Background: an optimization exercise with open tools, aiming at small area, a short achievable clock period and few clock cycles. Do not read the settings as production practice. Function was checked by simulation only, so behaviour that the tests miss may differ from the original. Power is estimated from default activity; no workload was simulated.

## flow/design.v

```verilog
module sbf_ram #(
  parameter int WIDTH = 8,
  parameter int DEPTH = 16
) (
  input  logic                     clk,
  input  logic                     we,
  input  logic [$clog2(DEPTH)-1:0] waddr,
  input  logic [WIDTH-1:0]         wdata,
  input  logic [$clog2(DEPTH)-1:0] raddr,
  output logic [WIDTH-1:0]         rdata
);
  logic [WIDTH-1:0] mem [DEPTH];
  always_ff @(posedge clk) begin
    if (we) begin
      mem[waddr] <= wdata;
    end
    rdata <= mem[raddr];
  end
endmodule
module slab_and_best_fit_allocator_top (
  input  logic        clk,
  input  logic        rst_n,
  input  logic        start,
  output logic        busy,
  input  logic        in_op,
  input  logic [31:0] in_request_size,
  input  logic [31:0] in_free_offset,
  output logic        out_valid,
  output logic [2:0]  out_status,
  output logic [31:0] out_result_offset,
  output logic        out_from_slab,
  input  logic        psel,
  input  logic        penable,
  input  logic        pwrite,
  input  logic [3:0]  paddr,
  input  logic [31:0] pwdata,
  output logic [31:0] prdata,
  output logic        pready
);
  localparam int MAX_ENTRIES = 64;
  localparam int MAX_SLABS   = 128;
  localparam int ADDR_BITS   = 32;
  localparam int ENT_IDX_W = $clog2(MAX_ENTRIES);
  localparam int ENT_CNT_W = $clog2(MAX_ENTRIES + 1);
  localparam int SLAB_IDX_W = $clog2(MAX_SLABS);
  localparam int SLAB_CNT_W = 8;
  localparam int SLAB_SZ_W  = 17;
  localparam logic [31:0]           POOL_RST  = 32'd8192;
  localparam logic [SLAB_SZ_W-1:0]  SLAB_RST  = 17'd64;
  localparam logic [SLAB_CNT_W-1:0] COUNT_RST = 8'd128;
  localparam logic [2:0] ST_OK        = 3'd0;
  localparam logic [2:0] ST_EXHAUSTED = 3'd1;
  localparam logic [2:0] ST_NO_FIT    = 3'd2;
  localparam logic [2:0] ST_TBL_FULL  = 3'd3;
  localparam logic [2:0] ST_NOT_FOUND = 3'd4;
  localparam logic OP_ALLOC = 1'b0;
  localparam logic OP_FREE  = 1'b1;
  localparam logic [1:0] REG_POOL  = 2'd0;
  localparam logic [1:0] REG_SLAB  = 2'd1;
  localparam logic [1:0] REG_COUNT = 2'd2;
  typedef struct packed {
    logic                 is_free;
    logic [ADDR_BITS-1:0] size;
    logic [ADDR_BITS-1:0] offset;
  } entry_t;
  localparam int ENTRY_W = 1 + 2 * ADDR_BITS;
  typedef struct packed {
    logic                 we;
    logic [ENT_IDX_W-1:0] waddr;
    entry_t               wdata;
    logic [ENT_IDX_W-1:0] raddr;
  } tbl_ctl_t;
  typedef enum logic [20:0] {
    S_IDLE      = 21'h000001,
    S_INIT_BASE = 21'h000002,
    S_INIT_TBL  = 21'h000004,
    S_SLAB_ALOC = 21'h000008,
    S_SLAB_FREE = 21'h000010,
    S_BF_RD     = 21'h000020,
    S_BF_EV     = 21'h000040,
    S_SU_RD     = 21'h000080,
    S_SU_WR     = 21'h000100,
    S_INS_REST  = 21'h000200,
    S_INS_BEST  = 21'h000400,
    S_FR_RD     = 21'h000800,
    S_FR_EV     = 21'h001000,
    S_NX_RD     = 21'h002000,
    S_NX_EV     = 21'h004000,
    S_WR_I      = 21'h008000,
    S_PV_RD     = 21'h010000,
    S_PV_EV     = 21'h020000,
    S_DN_RD     = 21'h040000,
    S_DN_WR     = 21'h080000,
    S_DONE      = 21'h100000
  } state_t;
  state_t state_r, state_nxt;
  logic [31:0]           pool_r;
  logic [SLAB_SZ_W-1:0]  slab_sz_r;
  logic [SLAB_CNT_W-1:0] slab_cnt_r;
  logic [31:0]           base_r, base_nxt;
  logic [MAX_SLABS-1:0]  slab_free_r, slab_free_nxt;
  logic [ENT_CNT_W-1:0]  count_r, count_nxt;
  logic                  op_r, op_nxt;
  logic [31:0]           req_r, req_nxt;
  logic [31:0]           foff_r, foff_nxt;
  logic [SLAB_CNT_W-1:0] si_r, si_nxt;
  logic [31:0]           acc_r, acc_nxt;
  logic [ENT_CNT_W-1:0]  j_r, j_nxt;
  logic [ENT_CNT_W-1:0]  k_r, k_nxt;
  logic [ENT_IDX_W-1:0]  i_r, i_nxt;
  logic                  found_r, found_nxt;
  logic [31:0]           best_off_r, best_off_nxt;
  logic [31:0]           best_sz_r, best_sz_nxt;
  logic [31:0]           cur_off_r, cur_off_nxt;
  logic [31:0]           cur_sz_r, cur_sz_nxt;
  logic                  prev_ph_r, prev_ph_nxt;
  logic [2:0]            res_st_r, res_st_nxt;
  logic [31:0]           res_off_r, res_off_nxt;
  logic                  res_slab_r, res_slab_nxt;
  logic                  cfg_wr;
  logic [SLAB_CNT_W-1:0] nslab;
  logic [32:0]           acc_sum;
  logic [31:0]           rest;
  logic [ENT_CNT_W:0]    k_inc;
  entry_t                rd_ent;
  logic [ENTRY_W-1:0]    rd_raw;
  tbl_ctl_t              tbl;
  assign pready = 1'b1;
  assign cfg_wr = psel & penable & pwrite;
  assign nslab  = (slab_cnt_r > SLAB_CNT_W'(MAX_SLABS)) ? SLAB_CNT_W'(MAX_SLABS) : slab_cnt_r;
  assign acc_sum = {1'b0, acc_r} + 33'(slab_sz_r);
  assign rest    = best_sz_r - req_r;
  assign k_inc   = {1'b0, k_r} + 1'b1;
  assign rd_ent  = rd_raw;
  always_comb begin
    case (paddr[3:2])
      REG_POOL:  prdata = pool_r;
      REG_SLAB:  prdata = 32'(slab_sz_r);
      REG_COUNT: prdata = 32'(slab_cnt_r);
      default:   prdata = 32'd0;
    endcase
  end
  always_ff @(posedge clk) begin
    if (!rst_n) begin
      pool_r     <= POOL_RST;
      slab_sz_r  <= SLAB_RST;
      slab_cnt_r <= COUNT_RST;
    end else if (cfg_wr) begin
      case (paddr[3:2])
        REG_POOL:  pool_r     <= pwdata;
        REG_SLAB:  slab_sz_r  <= pwdata[SLAB_SZ_W-1:0];
        REG_COUNT: slab_cnt_r <= pwdata[SLAB_CNT_W-1:0];
        default:   ;
      endcase
    end
  end
  logic cfg_hit;
  assign cfg_hit = cfg_wr &&
                   (paddr[3:2] == REG_POOL || paddr[3:2] == REG_SLAB ||
                    paddr[3:2] == REG_COUNT);
  sbf_ram #(.WIDTH(ENTRY_W), .DEPTH(MAX_ENTRIES)) u_tbl (
    .clk   (clk),
    .we    (tbl.we),
    .waddr (tbl.waddr),
    .wdata (tbl.wdata),
    .raddr (tbl.raddr),
    .rdata (rd_raw)
  );
  always_comb begin
    state_nxt     = state_r;
    base_nxt      = base_r;
    slab_free_nxt = slab_free_r;
    count_nxt     = count_r;
    op_nxt        = op_r;
    req_nxt       = req_r;
    foff_nxt      = foff_r;
    si_nxt        = si_r;
    acc_nxt       = acc_r;
    j_nxt         = j_r;
    k_nxt         = k_r;
    i_nxt         = i_r;
    found_nxt     = found_r;
    best_off_nxt  = best_off_r;
    best_sz_nxt   = best_sz_r;
    cur_off_nxt   = cur_off_r;
    cur_sz_nxt    = cur_sz_r;
    prev_ph_nxt   = prev_ph_r;
    res_st_nxt    = res_st_r;
    res_off_nxt   = res_off_r;
    res_slab_nxt  = res_slab_r;
    tbl.we        = 1'b0;
    tbl.waddr     = '0;
    tbl.wdata     = '0;
    tbl.raddr     = '0;
    case (state_r)
      S_IDLE: begin
        if (start) begin
          op_nxt       = in_op;
          req_nxt      = in_request_size;
          foff_nxt     = in_free_offset;
          res_st_nxt   = ST_OK;
          res_off_nxt  = '0;
          res_slab_nxt = 1'b0;
          si_nxt       = '0;
          acc_nxt      = '0;
          j_nxt        = '0;
          found_nxt    = 1'b0;
          if (in_op == OP_ALLOC) begin
            if (in_request_size <= 32'(slab_sz_r)) begin
              res_slab_nxt = 1'b1;
              state_nxt    = S_SLAB_ALOC;
            end else begin
              state_nxt = S_BF_RD;
            end
          end else if (in_free_offset < base_r) begin
            res_slab_nxt = 1'b1;
            state_nxt    = S_SLAB_FREE;
          end else begin
            res_st_nxt = ST_NOT_FOUND;
            state_nxt  = S_FR_RD;
          end
        end
      end
      S_INIT_BASE: begin
        base_nxt      = 32'(slab_sz_r) * 32'(nslab);
        slab_free_nxt = '1;
        state_nxt     = S_INIT_TBL;
      end
      S_INIT_TBL: begin
        if (pool_r > base_r) begin
          tbl.we    = 1'b1;
          tbl.wdata = {1'b1, pool_r - base_r, base_r};
          count_nxt = ENT_CNT_W'(1);
        end else begin
          count_nxt = '0;
        end
        state_nxt = S_IDLE;
      end
      S_SLAB_ALOC: begin
        if (si_r >= nslab) begin
          res_st_nxt = ST_EXHAUSTED;
          state_nxt  = S_DONE;
        end else if (slab_free_r[si_r[SLAB_IDX_W-1:0]]) begin
          slab_free_nxt[si_r[SLAB_IDX_W-1:0]] = 1'b0;
          res_off_nxt = acc_r;
          state_nxt   = S_DONE;
        end else begin
          si_nxt  = si_r + 1'b1;
          acc_nxt = acc_sum[31:0];
        end
      end
      S_SLAB_FREE: begin
        if (si_r >= nslab) begin
          state_nxt = S_DONE;
        end else if ({1'b0, foff_r} < acc_sum) begin
          slab_free_nxt[si_r[SLAB_IDX_W-1:0]] = 1'b1;
          state_nxt = S_DONE;
        end else begin
          si_nxt  = si_r + 1'b1;
          acc_nxt = acc_sum[31:0];
        end
      end
      S_BF_RD: begin
        tbl.raddr = j_r[ENT_IDX_W-1:0];
        if (j_r < count_r) begin
          state_nxt = S_BF_EV;
        end else if (!found_r) begin
          res_st_nxt = ST_NO_FIT;
          state_nxt  = S_DONE;
        end else if (rest != '0 && count_r >= ENT_CNT_W'(MAX_ENTRIES)) begin
          res_st_nxt = ST_TBL_FULL;
          state_nxt  = S_DONE;
        end else if (rest != '0) begin
          k_nxt     = count_r;
          state_nxt = S_SU_RD;
        end else begin
          state_nxt = S_INS_BEST;
        end
      end
      S_BF_EV: begin
        if (rd_ent.is_free && rd_ent.size >= req_r &&
            (!found_r || rd_ent.size < best_sz_r)) begin
          found_nxt    = 1'b1;
          i_nxt        = j_r[ENT_IDX_W-1:0];
          best_off_nxt = rd_ent.offset;
          best_sz_nxt  = rd_ent.size;
        end
        j_nxt     = j_r + 1'b1;
        state_nxt = S_BF_RD;
      end
      S_SU_RD: begin
        tbl.raddr = ENT_IDX_W'(k_r - 1'b1);
        if (k_r > ENT_CNT_W'(i_r) + 1'b1) begin
          state_nxt = S_SU_WR;
        end else begin
          state_nxt = S_INS_REST;
        end
      end
      S_SU_WR: begin
        tbl.we    = 1'b1;
        tbl.waddr = k_r[ENT_IDX_W-1:0];
        tbl.wdata = rd_ent;
        k_nxt     = k_r - 1'b1;
        state_nxt = S_SU_RD;
      end
      S_INS_REST: begin
        tbl.we    = 1'b1;
        tbl.waddr = i_r + 1'b1;
        tbl.wdata = {1'b1, rest, best_off_r + req_r};
        count_nxt = count_r + 1'b1;
        state_nxt = S_INS_BEST;
      end
      S_INS_BEST: begin
        tbl.we      = 1'b1;
        tbl.waddr   = i_r;
        tbl.wdata   = {1'b0, req_r, best_off_r};
        res_off_nxt = best_off_r;
        state_nxt   = S_DONE;
      end
      S_FR_RD: begin
        tbl.raddr = j_r[ENT_IDX_W-1:0];
        state_nxt = (j_r < count_r) ? S_FR_EV : S_DONE;
      end
      S_FR_EV: begin
        if (rd_ent.offset == foff_r) begin
          i_nxt       = j_r[ENT_IDX_W-1:0];
          cur_off_nxt = rd_ent.offset;
          cur_sz_nxt  = rd_ent.size;
          res_st_nxt  = ST_OK;
          state_nxt   = ({1'b0, j_r} + 1'b1 < {1'b0, count_r}) ? S_NX_RD : S_WR_I;
        end else begin
          j_nxt     = j_r + 1'b1;
          state_nxt = S_FR_RD;
        end
      end
      S_NX_RD: begin
        tbl.raddr = i_r + 1'b1;
        state_nxt = S_NX_EV;
      end
      S_NX_EV: begin
        if (rd_ent.is_free) begin
          cur_sz_nxt  = cur_sz_r + rd_ent.size;
          k_nxt       = ENT_CNT_W'(i_r) + 1'b1;
          prev_ph_nxt = 1'b0;
          state_nxt   = S_DN_RD;
        end else begin
          state_nxt = S_WR_I;
        end
      end
      S_WR_I: begin
        tbl.we    = 1'b1;
        tbl.waddr = i_r;
        tbl.wdata = {1'b1, cur_sz_r, cur_off_r};
        state_nxt = (i_r != '0) ? S_PV_RD : S_DONE;
      end
      S_PV_RD: begin
        tbl.raddr = i_r - 1'b1;
        state_nxt = S_PV_EV;
      end
      S_PV_EV: begin
        if (rd_ent.is_free) begin
          tbl.we      = 1'b1;
          tbl.waddr   = i_r - 1'b1;
          tbl.wdata   = {1'b1, rd_ent.size + cur_sz_r, rd_ent.offset};
          k_nxt       = ENT_CNT_W'(i_r);
          prev_ph_nxt = 1'b1;
          state_nxt   = S_DN_RD;
        end else begin
          state_nxt = S_DONE;
        end
      end
      S_DN_RD: begin
        tbl.raddr = k_inc[ENT_IDX_W-1:0];
        if (k_inc < {1'b0, count_r}) begin
          state_nxt = S_DN_WR;
        end else begin
          count_nxt = count_r - 1'b1;
          state_nxt = prev_ph_r ? S_DONE : S_WR_I;
        end
      end
      S_DN_WR: begin
        tbl.we    = 1'b1;
        tbl.waddr = k_r[ENT_IDX_W-1:0];
        tbl.wdata = rd_ent;
        k_nxt     = k_inc[ENT_CNT_W-1:0];
        state_nxt = S_DN_RD;
      end
      S_DONE: begin
        state_nxt = S_IDLE;
      end
      default: begin
        state_nxt = S_INIT_BASE;
      end
    endcase
    if (cfg_hit) begin
      state_nxt = S_INIT_BASE;
    end
  end
  always_ff @(posedge clk) begin
    if (!rst_n) begin
      state_r     <= S_INIT_BASE;
      slab_free_r <= '1;
      count_r     <= '0;
    end else begin
      state_r     <= state_nxt;
      slab_free_r <= slab_free_nxt;
      count_r     <= count_nxt;
    end
  end
  always_ff @(posedge clk) begin
    base_r     <= base_nxt;
    op_r       <= op_nxt;
    req_r      <= req_nxt;
    foff_r     <= foff_nxt;
    si_r       <= si_nxt;
    acc_r      <= acc_nxt;
    j_r        <= j_nxt;
    k_r        <= k_nxt;
    i_r        <= i_nxt;
    found_r    <= found_nxt;
    best_off_r <= best_off_nxt;
    best_sz_r  <= best_sz_nxt;
    cur_off_r  <= cur_off_nxt;
    cur_sz_r   <= cur_sz_nxt;
    prev_ph_r  <= prev_ph_nxt;
    res_st_r   <= res_st_nxt;
    res_off_r  <= res_off_nxt;
    res_slab_r <= res_slab_nxt;
  end
  assign busy              = (state_r != S_IDLE);
  assign out_valid         = (state_r == S_DONE);
  assign out_status        = res_st_r;
  assign out_result_offset = res_off_r;
  assign out_from_slab     = res_slab_r;
endmodule
```

## flow/run.sh

```bash
#!/bin/bash
# synth_recipe.tcl (not shown) runs the flow's synth.tcl, then flattens the netlist and writes it again
# the make line also repeats each setting of config.mk as NAME=value (left out here)
make -C /OpenROAD-flow-scripts/flow DESIGN_CONFIG=/design/flow/config.mk WORK_HOME=/design/flow/orfs CLKGATE_MAP_FILE= SYNTH_SCRIPT=/design/flow/synth_recipe.tcl finish
```

## flow/config.mk

```make
export PLATFORM = sky130hd
export DESIGN_NAME = slab_and_best_fit_allocator_top
export DESIGN_NICKNAME = slab_and_best_fit_allocator_top
export VERILOG_FILES = /design/flow/design.v
export SDC_FILE = /design/flow/constraint.sdc
export NUM_CORES = 4
export LEC_CHECK = 0
export CAP_MARGIN = 20
export CORE_MARGIN = 2
export CORE_UTILIZATION = 45
export SLEW_MARGIN = 20
export SYNTH_MEMORY_MAX_BITS = 16384
```

## flow/constraint.sdc

```tcl
create_clock -name core_clock -period 10.0 [get_ports {clk}]
set_input_delay 2.0000 -clock core_clock [delete_from_list [all_inputs] [get_ports {clk}]]
set_output_delay 2.0000 -clock core_clock [all_outputs]
set_load 0.01 [all_outputs]
```

==> results of run 1 <==
power breakdown:
| group | leakage, nW | internal (mW) | switching (mW) |
|---|---|---|---|
| clock network | 7.51 | 9.96 | 7.91 |
| logic | 33.6 | 0.186 | 0.484 |
| registers | 40.3 | 21.5 | 0.0334 |
registers in the layout (all words and copies together), names as in the netlist, 32 cells and up:
name,cells
acc_r,32
slab_free_r,128
foff_r,32
cur_sz_r,32
u_tbl.rdata,65
res_off_r,32
cur_off_r,32
pool_r,32
best_sz_r,32
req_r,32
best_off_r,32
u_tbl.mem,4160
through the flow:
stage | hold WS, ns | area [um^2] | util [%] | setup WS [ns] | cells
after floorplan | 0.4487 | 206600 | - | 2.218 | 17399
after global placement | 0.4713 | 216800 | 47.47 | 2.916 | 23003
after detailed placement | 0.4734 | 217000 | 47.50 | 2.840 | 23009
after CTS | 0.4853 | 232400 | 50.89 | 2.819 | 23906
after global routing | 0.4962 | 232500 | 50.90 | 2.225 | 23910
final | 0.4843 | 232500 | 50.91 | 2.630 | 23923
cells by family (layout without fill, tap and decap cells):
family	Yosys count	after routing
AND/OR/NAND/NOR	8276	8276
flip-flops	4753	4753
AO/OA/AOI/OAI	2156	2156
buffers and inverters	1429	1813
adder cells (fa/ha/maj)	459	459
XOR/XNOR	223	223
multiplexers	102	102
other	1	16
cells in the mapped netlist (278+ instances only):
cell type and number:
nand2_1 4534, edfxtp_1 4475, nand3_1 2367, a21oi_1 559, clkbuf_1 558, and3_1 477
buf_2 440, nor2_1 408, ha_1 363, o21ai_0 341, inv_1 328, a31oi_1 292
dfxtp_1 278
worst max-delay path: cells and delay by family, from the launching register on:
| kind | cells | cell delay (ns) |
|---|---|---|
| xor+xnor | 1 | 0.23 |
| flops | 1 | 0.76 |
| compound gates | 15 | 4.41 |
| simple gates | 2 | 0.53 |
| fa+ha+maj | 2 | 0.67 |
| buf+inv | 1 | 0.54 |
final timing paths:
kind	startpoint	depth (start not counted)	endpoint	slack, ns
hold reg to reg	count_r[4]	2	count_r[4]	0.48
setup / recovery	slab_sz_r[9]	21	slab_free_r[77]	2.63
setup reg to reg	slab_sz_r[9]	21	slab_free_r[77]	2.63
hold / removal	count_r[4]	2	count_r[4]	0.48
cell type report:
type | instances | area share [%]
flip-flops and latches | 4753 | 60.18
multi-input cells | 11217 | 26.79
clock buffers | 623 | 5.541
well taps | 6125 | 3.296
repair buffers | 585 | 2.534
clock inverters | 274 | 1.104
inverters | 331 | 0.5354
diodes | 15 | 0.01614
routing by layer:
layer	vias to the layer above	share of wire [%]
met5	-	0.027
met4	24	5.1
met3	1533	11
met2	8963	44
met1	74399	39
li1	63524	-
==> summary.txt, run 1 <==
CTS
  – Post-CTS sizing: 0
  – Worst-path clk slew: 0.06 ns
  – CTS Hold Bufs: 0
  – Clock sink count: 4753
  – Cts bufs inserted: 480
  – H-tree levels: 5
  – Clock Tree Buf Depth: 4
  – CTS tree: built
  – Number of setup buffers added after CTS: 0
  – Root buf cell: clkbuf_16
  – Clk latency of the worst-skew pair: 1.07 ns

Routing
  – Wire per inst: 30.73 um
  – WL final: 735100 um
  – Detailed Routing Iterations Pass 1: 6
  – DR DRC count: 0
  – Remaining antenna violation count: 0
  – 1st-iter DRT viols: 22370
  – DR vias/cell: 6.205
  – DR vias: 148443

Finish
  – P&R area growth vs syn: 12.52%
  – Multi-input gate area: 62290 um^2
  – Most common cell after layout, fill and taps aside: nand2_1
  – FILL cells: 39322
  – Commonest cells after routing, fill and taps aside: 4527 x nand2_1, 4475 x edfxtp_1, 2364 x nand3_1
  – Layout cell share with drive strength beyond 1: 7.704%
  – Final nets: 17934
  – Reg area: 139900 um^2

Timing
  – Worst Skew: 0.09998 ns
  – Total negative setup slack: 0 ns
  – Final hold vios: 0
  – # setup viols final: 0
  – Rel. slew slack: 16.82%
  – Worst Tran Pin Value: 1.243 ns
  – Final Cycle Share: 73.70%
  – Max Clk Rate: 135.7 MHz
  – RSZ-0062 raised after global routing: no
  – Post-route minimum period: 7.370 ns
  – Max-slew violations: 0

Logic synthesis
  – Ys async rst share: 0%
  – Synthesized area per cell: 11.88 um^2
  – #FFs+latches synth: 4753
  – Compound-Gate Fraction of Synth Area: 6.902%
  – Xor and xnor area share after synthesis: 0.9451%
  – Yosys cell types: 101
  – Post-synthesis mux area share: 0.7363%
  – Dominant cell type by area after synthesis: edfxtp_1
  – Syn Nets: 17965
  – Register area share after synthesis: 67.72%
  – Top cells by area, synth: edfxtp_1 65%, nand2_1 8.2%, nand3_1 5.7%, dfxtp_1 2.7%, ha_1 2.2%
  – EDFF count, synth: 4475
  – Synth Area in Simple Gates: 17.65%
  – Cell count after synthesis: 17399
  – Area of the mapped netlist: 206600 um^2
  – YS warnings: 2
  – Largest family of logic cells by synthesized area: simple AND/OR/NAND/NOR gates
  – Share of the synthesized area in the top cell type: 65.03%
  – Top FF cell, synth: edfxtp_1
  – Post-synthesis adder-cell area fraction: 3.128%

Setup path
  – Worst setup EP type: flop
  – CP max stage delay: 0.76 ns
  – Arrival time at the worst endpoint: 8.24 ns
  – Cell Chain, Critical Path: ha_1 > a21o_1 > a2111oi_0 > o2111ai_1 > o311ai_0 > o211ai_1 > a21oi_1 > nor2_1 > xnor2_1 > ha_1 > a21o_1 > a21o_1 > a21oi_1 > o21a_1 > o211ai_1 > a31oi_1 > a211oi_1 > a2111oi_4 > buf_4 > and3_1 > o221ai_1
  – Critical-path maximum fanout: 49
  – Worst EP required: 10.87 ns
  – Type of origin of the critical path: flop
  – Most used cell, CP: a21o_1
  – WS Path Type: reg2reg
  – Critical-path cell with the highest stage delay: dfxtp_1

Power
  – Peak VDD IR: 168.6 uV
  – Pwr per Cell Area: 172.4 nW/um^2
  – Pleak: 81.42 nW
  – Final Power: 40.10 mW

Floorplan
  – Starting density of the core: 45.24%
  – FP Rows: 248
  – Chip Width: 681.7 um
  – Die footprint: 464700 um^2
  – Core footprint: 456800 um^2
  – Chip height: 681.7 um
  – Top Ports: 178

GRT
  – Largest net degree at the start of global routing: 174
  – Grt peak-use layer: met2
  – GRT overflow: 0
  – Initial antenna violation count: 49
  – Met2 Usage GRT: 46.70%
  – Vias in the first global route: 135948
  – Met3 Usage GRT: 5.894%
  – First-pass GRT wire length: 1025000 um
  – Tot GR Track Use: 30.73%
  – Met1 usage: 42.94%

Placed design
  – Port buffer count: 174
  – Gp weighted congestion: 0.9497
  – Final HPWL DP: 412300 um

Worst hold path
  – HP Class: reg2reg

Outcome
  – Status: timing/DRC/antenna clean

Run
  – Max Cap Viol: 0
Testbench counts, summed over its fixed seeds: cycles 970,110.
==> run 2: changes to the inputs <==
--- a/flow/design.v
+++ b/flow/design.v
@@ -70,28 +70,29 @@
     entry_t               wdata;
     logic [ENT_IDX_W-1:0] raddr;
   } tbl_ctl_t;
-  typedef enum logic [20:0] {
-    S_IDLE      = 21'h000001,
-    S_INIT_BASE = 21'h000002,
-    S_INIT_TBL  = 21'h000004,
-    S_SLAB_ALOC = 21'h000008,
-    S_SLAB_FREE = 21'h000010,
-    S_BF_RD     = 21'h000020,
-    S_BF_EV     = 21'h000040,
-    S_SU_RD     = 21'h000080,
-    S_SU_WR     = 21'h000100,
-    S_INS_REST  = 21'h000200,
-    S_INS_BEST  = 21'h000400,
-    S_FR_RD     = 21'h000800,
-    S_FR_EV     = 21'h001000,
-    S_NX_RD     = 21'h002000,
-    S_NX_EV     = 21'h004000,
-    S_WR_I      = 21'h008000,
-    S_PV_RD     = 21'h010000,
-    S_PV_EV     = 21'h020000,
-    S_DN_RD     = 21'h040000,
-    S_DN_WR     = 21'h080000,
-    S_DONE      = 21'h100000
+  typedef enum logic [21:0] {
+    S_IDLE      = 22'h000001,
+    S_INIT_BASE = 22'h000002,
+    S_INIT_TBL  = 22'h000004,
+    S_SLAB_ALOC = 22'h000008,
+    S_SLAB_FREE = 22'h000010,
+    S_BF_RD     = 22'h000020,
+    S_BF_EV     = 22'h000040,
+    S_SU_RD     = 22'h000080,
+    S_SU_WR     = 22'h000100,
+    S_INS_REST  = 22'h000200,
+    S_INS_BEST  = 22'h000400,
+    S_FR_RD     = 22'h000800,
+    S_FR_EV     = 22'h001000,
+    S_NX_RD     = 22'h002000,
+    S_NX_EV     = 22'h004000,
+    S_WR_I      = 22'h008000,
+    S_PV_RD     = 22'h010000,
+    S_PV_EV     = 22'h020000,
+    S_DN_RD     = 22'h040000,
+    S_DN_WR     = 22'h080000,
+    S_DONE      = 22'h100000,
+    S_SLAB_OFF  = 22'h200000
   } state_t;
   state_t state_r, state_nxt;
   logic [31:0]           pool_r;
@@ -125,6 +126,30 @@
   entry_t                rd_ent;
   logic [ENTRY_W-1:0]    rd_raw;
   tbl_ctl_t              tbl;
+  logic [255:0]      pv;
+  logic [255:0][6:0] pi;
+  logic              sa_any;
+  logic [6:0]        sa_idx;
+  always_comb begin
+    for (int k = 0; k < 128; k++) begin
+      pv[128 + k] = slab_free_r[k] & (8'(k) < nslab);
+      pi[128 + k] = 7'(k);
+    end
+    pv[0] = 1'b0;
+    pi[0] = 7'd0;
+    for (int n = 127; n >= 1; n--) begin
+      pv[n] = pv[2*n] | pv[2*n+1];
+      pi[n] = pv[2*n] ? pi[2*n] : pi[2*n+1];
+    end
+  end
+  assign sa_any = pv[1];
+  assign sa_idx = pi[1];
+  logic [31:0] dv_d;
+  logic [7:0]  dv_q;
+  logic        dv_ge;
+  assign dv_d  = 32'(slab_sz_r) << k_r[2:0];
+  assign dv_ge = (acc_r >= dv_d);
+  assign dv_q  = si_r | (dv_ge ? (8'd1 << k_r[2:0]) : 8'd0);
   assign pready = 1'b1;
   assign cfg_wr = psel & penable & pwrite;
   assign nslab  = (slab_cnt_r > SLAB_CNT_W'(MAX_SLABS)) ? SLAB_CNT_W'(MAX_SLABS) : slab_cnt_r;
@@ -193,7 +218,8 @@
     tbl.wdata     = '0;
     tbl.raddr     = '0;
     case (state_r)
-      S_IDLE: begin
+      S_IDLE, S_DONE: begin
+        state_nxt = S_IDLE;
         if (start) begin
           op_nxt       = in_op;
           req_nxt      = in_request_size;
@@ -214,6 +240,8 @@
             end
           end else if (in_free_offset < base_r) begin
             res_slab_nxt = 1'b1;
+            acc_nxt      = in_free_offset;
+            k_nxt        = ENT_CNT_W'(6);
             state_nxt    = S_SLAB_FREE;
           end else begin
             res_st_nxt = ST_NOT_FOUND;
@@ -237,27 +265,27 @@
         state_nxt = S_IDLE;
       end
       S_SLAB_ALOC: begin
-        if (si_r >= nslab) begin
+        if (!sa_any) begin
           res_st_nxt = ST_EXHAUSTED;
           state_nxt  = S_DONE;
-        end else if (slab_free_r[si_r[SLAB_IDX_W-1:0]]) begin
-          slab_free_nxt[si_r[SLAB_IDX_W-1:0]] = 1'b0;
-          res_off_nxt = acc_r;
-          state_nxt   = S_DONE;
         end else begin
-          si_nxt  = si_r + 1'b1;
-          acc_nxt = acc_sum[31:0];
+          slab_free_nxt[sa_idx] = 1'b0;
+          si_nxt    = {1'b0, sa_idx};
+          state_nxt = S_SLAB_OFF;
         end
       end
+      S_SLAB_OFF: begin
+        res_off_nxt = 32'(si_r) * 32'(slab_sz_r);
+        state_nxt   = S_DONE;
+      end
       S_SLAB_FREE: begin
-        if (si_r >= nslab) begin
-          state_nxt = S_DONE;
-        end else if ({1'b0, foff_r} < acc_sum) begin
-          slab_free_nxt[si_r[SLAB_IDX_W-1:0]] = 1'b1;
+        if (dv_ge) acc_nxt = acc_r - dv_d;
+        si_nxt = dv_q;
+        if (k_r == '0) begin
+          slab_free_nxt[dv_q[SLAB_IDX_W-1:0]] = 1'b1;
           state_nxt = S_DONE;
         end else begin
-          si_nxt  = si_r + 1'b1;
-          acc_nxt = acc_sum[31:0];
+          k_nxt = k_r - 1'b1;
         end
       end
       S_BF_RD: begin
@@ -286,7 +314,8 @@
           best_sz_nxt  = rd_ent.size;
         end
         j_nxt     = j_r + 1'b1;
-        state_nxt = S_BF_RD;
+        tbl.raddr = ENT_IDX_W'(j_r + 1'b1);
+        state_nxt = ({1'b0, j_r} + 1'b1 < {1'b0, count_r}) ? S_BF_EV : S_BF_RD;
       end
       S_SU_RD: begin
         tbl.raddr = ENT_IDX_W'(k_r - 1'b1);
@@ -301,7 +330,8 @@
         tbl.waddr = k_r[ENT_IDX_W-1:0];
         tbl.wdata = rd_ent;
         k_nxt     = k_r - 1'b1;
-        state_nxt = S_SU_RD;
+        tbl.raddr = ENT_IDX_W'(k_r - 2'd2);
+        state_nxt = ({1'b0, k_r} > {1'b0, ENT_CNT_W'(i_r)} + 2'd2) ? S_SU_WR : S_INS_REST;
       end
       S_INS_REST: begin
         tbl.we    = 1'b1;
@@ -330,7 +360,8 @@
           state_nxt   = ({1'b0, j_r} + 1'b1 < {1'b0, count_r}) ? S_NX_RD : S_WR_I;
         end else begin
           j_nxt     = j_r + 1'b1;
-          state_nxt = S_FR_RD;
+          tbl.raddr = ENT_IDX_W'(j_r + 1'b1);
+          state_nxt = ({1'b0, j_r} + 1'b1 < {1'b0, count_r}) ? S_FR_EV : S_DONE;
         end
       end
       S_NX_RD: begin
@@ -383,10 +414,8 @@
         tbl.waddr = k_r[ENT_IDX_W-1:0];
         tbl.wdata = rd_ent;
         k_nxt     = k_inc[ENT_CNT_W-1:0];
-        state_nxt = S_DN_RD;
-      end
-      S_DONE: begin
-        state_nxt = S_IDLE;
+        tbl.raddr = ENT_IDX_W'(k_r + 2'd2);
+        state_nxt = ({1'b0, k_r} + 2'd2 < {1'b0, count_r}) ? S_DN_WR : S_DN_RD;
       end
       default: begin
         state_nxt = S_INIT_BASE;
@@ -427,7 +456,7 @@
     res_off_r  <= res_off_nxt;
     res_slab_r <= res_slab_nxt;
   end
-  assign busy              = (state_r != S_IDLE);
+  assign busy              = (state_r != S_IDLE) && (state_r != S_DONE);
   assign out_valid         = (state_r == S_DONE);
   assign out_status        = res_st_r;
   assign out_result_offset = res_off_r;
==> summary.txt, run 2 <==
CTS
  – Cts bufs inserted: 482
  – Worst-path clk slew: 0.06 ns
  – Clk latency of the worst-skew pair: 1.07 ns
  – Clock Tree Buf Depth: 4
  – Number of setup buffers added after CTS: 0
  – Clock sink count: 4754
  – CTS tree: built
  – Root buf cell: clkbuf_16
  – H-tree levels: 5
  – Post-CTS sizing: 0
  – CTS Hold Bufs: 0

Routing
  – Wire per inst: 34.20 um
  – DR DRC count: 0
  – DR vias: 125636
  – DR vias/cell: 6.409
  – Detailed Routing Iterations Pass 1: 9
  – Remaining antenna violation count: 0
  – 1st-iter DRT viols: 17750
  – WL final: 670400 um

Placed design
  – Place WS: 2.387 ns
  – Port buffer count: 174
  – Final HPWL DP: 409100 um
  – Gp weighted congestion: 0.9473
  – Placed cells: 18689

Logic synthesis
  – Dominant cell type by area after synthesis: edfxtp_1
  – Top cells by area, synth: edfxtp_1 65%, mux4_2 11%, dfxtp_1 2.7%, ha_1 2.4%, nand2_1 2.3%
  – Cell count after synthesis: 12694
  – Top FF cell, synth: edfxtp_1
  – Share of the synthesized area in the top cell type: 65.02%
  – Syn Nets: 13391
  – Most frequent cell after synthesis: edfxtp_1
  – Most instantiated cells after synthesis: 4475 x edfxtp_1, 1245 x nand2_1, 1044 x mux4_2, 421 x clkbuf_1, 416 x inv_1
  – YS warnings: 2
  – Yosys cell types: 120
  – Ys async rst share: 0%
  – Area of the mapped netlist: 206700 um^2
  – Synthesized area per cell: 16.28 um^2
  – #FFs+latches synth: 4754
  – Register area share after synthesis: 67.72%
  – EDFF count, synth: 4475

GRT
  – Initial antenna violation count: 31
  – Met1 usage: 40.21%
  – GRT overflow: 0
  – Tot GR Track Use: 28.31%
  – First-pass GRT wire length: 931600 um
  – Met2 Usage GRT: 43.06%
  – Grt peak-use layer: met2
  – Met3 Usage GRT: 6.397%
  – Largest net degree at the start of global routing: 128
  – Vias in the first global route: 122338

Finish
  – P&R area growth vs syn: 13.39%
  – Commonest cells after routing, fill and taps aside: 4475 x edfxtp_1, 1242 x nand2_1, 1044 x mux4_2
  – Biggest register: u_tbl.mem
  – Final nets: 13749
  – Final cell count without fillers: 19603
  – FILL cells: 37175
  – Number of flip-flops in the largest register: 4160
  – Most common cell after layout, fill and taps aside: edfxtp_1
  – Post-Route Utilization: 51.30%
  – Biggest regs: u_tbl.mem (4160), slab_free_r (128), u_tbl.rdata (65)
  – Layout cell share with drive strength beyond 1: 17.91%

Setup path
  – Arrival time at the worst endpoint: 8.57 ns
  – Reg-to-Reg Start: pool_r[0]
  – WS Path Type: reg2reg
  – FF-to-FF path depth: 19
  – R2R Setup Slk: 2.09 ns
  – Critical R2R Capture: u_tbl.mem[8][50]
  – Worst EP required: 10.66 ns
  – Type of origin of the critical path: flop
  – Critical-path maximum fanout: 21
  – Worst setup EP type: flop

Floorplan
  – Chip Width: 681.7 um
  – FP Rows: 248
  – Core footprint: 456800 um^2
  – Chip height: 681.7 um
  – Top Ports: 178
  – Die footprint: 464700 um^2
  – Starting density of the core: 45.25%

Worst hold path
  – Worst Hold End: pool_r[0]
  – Hold Path Origin: pool_r[0]
  – Hold Crit Depth: 2
  – HP Class: reg2reg

Timing
  – Max-slew violations: 0
  – Total negative setup slack: 0 ns
  – Max Clk Rate: 126.4 MHz
  – Setup ws final: 2.089 ns
  – Rel. slew slack: 6.332%
  – Post-route minimum period: 7.911 ns
  – Worst Tran Pin Value: 1.392 ns
  – Worst Skew: 0.09915 ns
  – # setup viols final: 0
  – Final Cycle Share: 79.11%
  – Final hold vios: 0
  – RSZ-0062 raised after global routing: no

Power
  – Pleak: 78.93 nW
  – Pwr per Cell Area: 173.6 nW/um^2
  – Peak VDD IR: 182.4 uV

Run
  – Max Cap Viol: 0

Outcome
  – Status: timing/DRC/antenna clean
[run 2: cell count changes in the layout (fill, tap and decap cells not counted), sizes merged, moves of 128 or more]
| cell | change |
|---|---|
| mux4 | +1005 |
| nand2 | -3286 |
| and3 | -447 |
| a311oi | -128 |
| a31oi | -250 |
| a21oi | -201 |
| nand3 | -1969 |
| o22ai | +216 |
[run 2: final cells by class]
class / count / area [um^2] / share of cell area (%)
Sequential cell: 4754 / 140000 / 59.73
Multi-Input combinational cell: 6823 / 63730 / 27.20
Clock buffer: 631 / 13000 / 5.547
Tap cell: 6125 / 7664 / 3.270
Timing Repair Buffer: 570 / 5552 / 2.369
Clock inverter: 269 / 2813 / 1.200
Inverter: 421 / 1583 / 0.6754
Antenna cell: 10 / 25.02 / 0.01068
[run 2: worst max-delay path: stages, from the launching register on]
cell and delay [ns]:
dfxtp_1 0.36, inv_1 0.13, ha_1 0.26, fa_1 0.41
nor2b_1 0.12, o21ai_0 0.10, a21boi_0 0.62, o211ai_1 0.46
and4b_1 0.36, nor2_1 0.32, a21oi_1 0.33, a31o_2 0.40
nor2_2 0.13, buf_4 0.38, nor2_1 0.12, a41oi_1 0.55
and2_1 0.23, nand2b_1 0.52, nor2_4 1.03, buf_4 0.60
[run 2: per-layer routing]
layer | part of all wire, % | up-vias
met5 | 0.016 | -
met4 | 4.1 | 14
met3 | 11 | 1255
met2 | 45 | 7497
met1 | 40 | 65863
li1 | - | 51007
[run 2: how the worst max path moves through the flow]
stage | slack, ns | cells after the start | endpoint | start
final | 2.09 | 19 | u_tbl.mem[8][50] | pool_r[0]
after global routing | 1.88 | 19 | u_tbl.mem[8][59] | pool_r[0]
after CTS | 2.32 | 19 | u_tbl.mem[8][59] | pool_r[0]
after detailed placement | 2.39 | 19 | u_tbl.mem[8][50] | pool_r[0]
after global placement | 2.37 | 19 | u_tbl.mem[8][50] | pool_r[0]
after floorplan | 1.93 | 15 | i_r[0] | best_sz_r[1]
[run 2: cell families (layout without fill, tap and decap cells)]
logic type / count (synthesis) / after routing / synth area share [%]
AOI/OAI and AO/OA: 1963 / 1963 / 6.358
xor gates and xnor gates: 235 / 235 / 1.009
adders and majority gates: 590 / 590 / 4.251
buffers and inverters: 1117 / 1891 / 2.170
DFF: 4754 / 4754 / 67.72
muxes: 1114 / 1114 / 11.73
other: 1 / 11 / 0.001815
and+or+nand+nor: 2920 / 2920 / 6.753
[run 2: report_power, final]
part	internal [mW]	switching [mW]	total [mW]
Clock	10.4	7.76	18.1
Sequential	21.6	0.127	21.7
Combinational	0.266	0.589	0.855
[run 2: stage by stage]
step | area, um^2 | total power [mW] | hold slack [ns]
4_1_cts | 234200 | 40.87 | 0.5014
3_3_place_gp | 218200 | 22.91 | 0.4795
5_1_grt | 234300 | 41.69 | 0.5242
2_1_floorplan | 206700 | 22.49 | 0.4474
6_report | 234300 | 40.67 | 0.5135
3_5_place_dp | 218400 | 22.93 | 0.4842
Testbench counts of run 2, summed over its fixed seeds: cycles 454,539.

## static timing again, ports no longer ideal
How much do the figures lean on ideal ports? The routed layouts below were timed once more, with nothing changed but the port constraints.
Step 1 assumes that a clkbuf_16 drives the clock port and a buf_2 every other input.
Step 2 also shifts input and output timing later by t, the mid clock arrival at the registers, as if the neighbouring blocks saw the same clock.
Slacks: no drivers / after step 1 / after step 2; pairs: no drivers / after step 1.
| run | shift t [ns] | setup slack, ns | worst data-port slew with drivers (ns) |
|---|---|---|---|
| run 1 | 1.150 | 2.630 / 2.630 / 2.630 | 0.12 |
| run 2 | 1.139 | 2.089 / 2.089 / 2.089 | 0.12 |
After both steps every run listed still meets setup and hold.
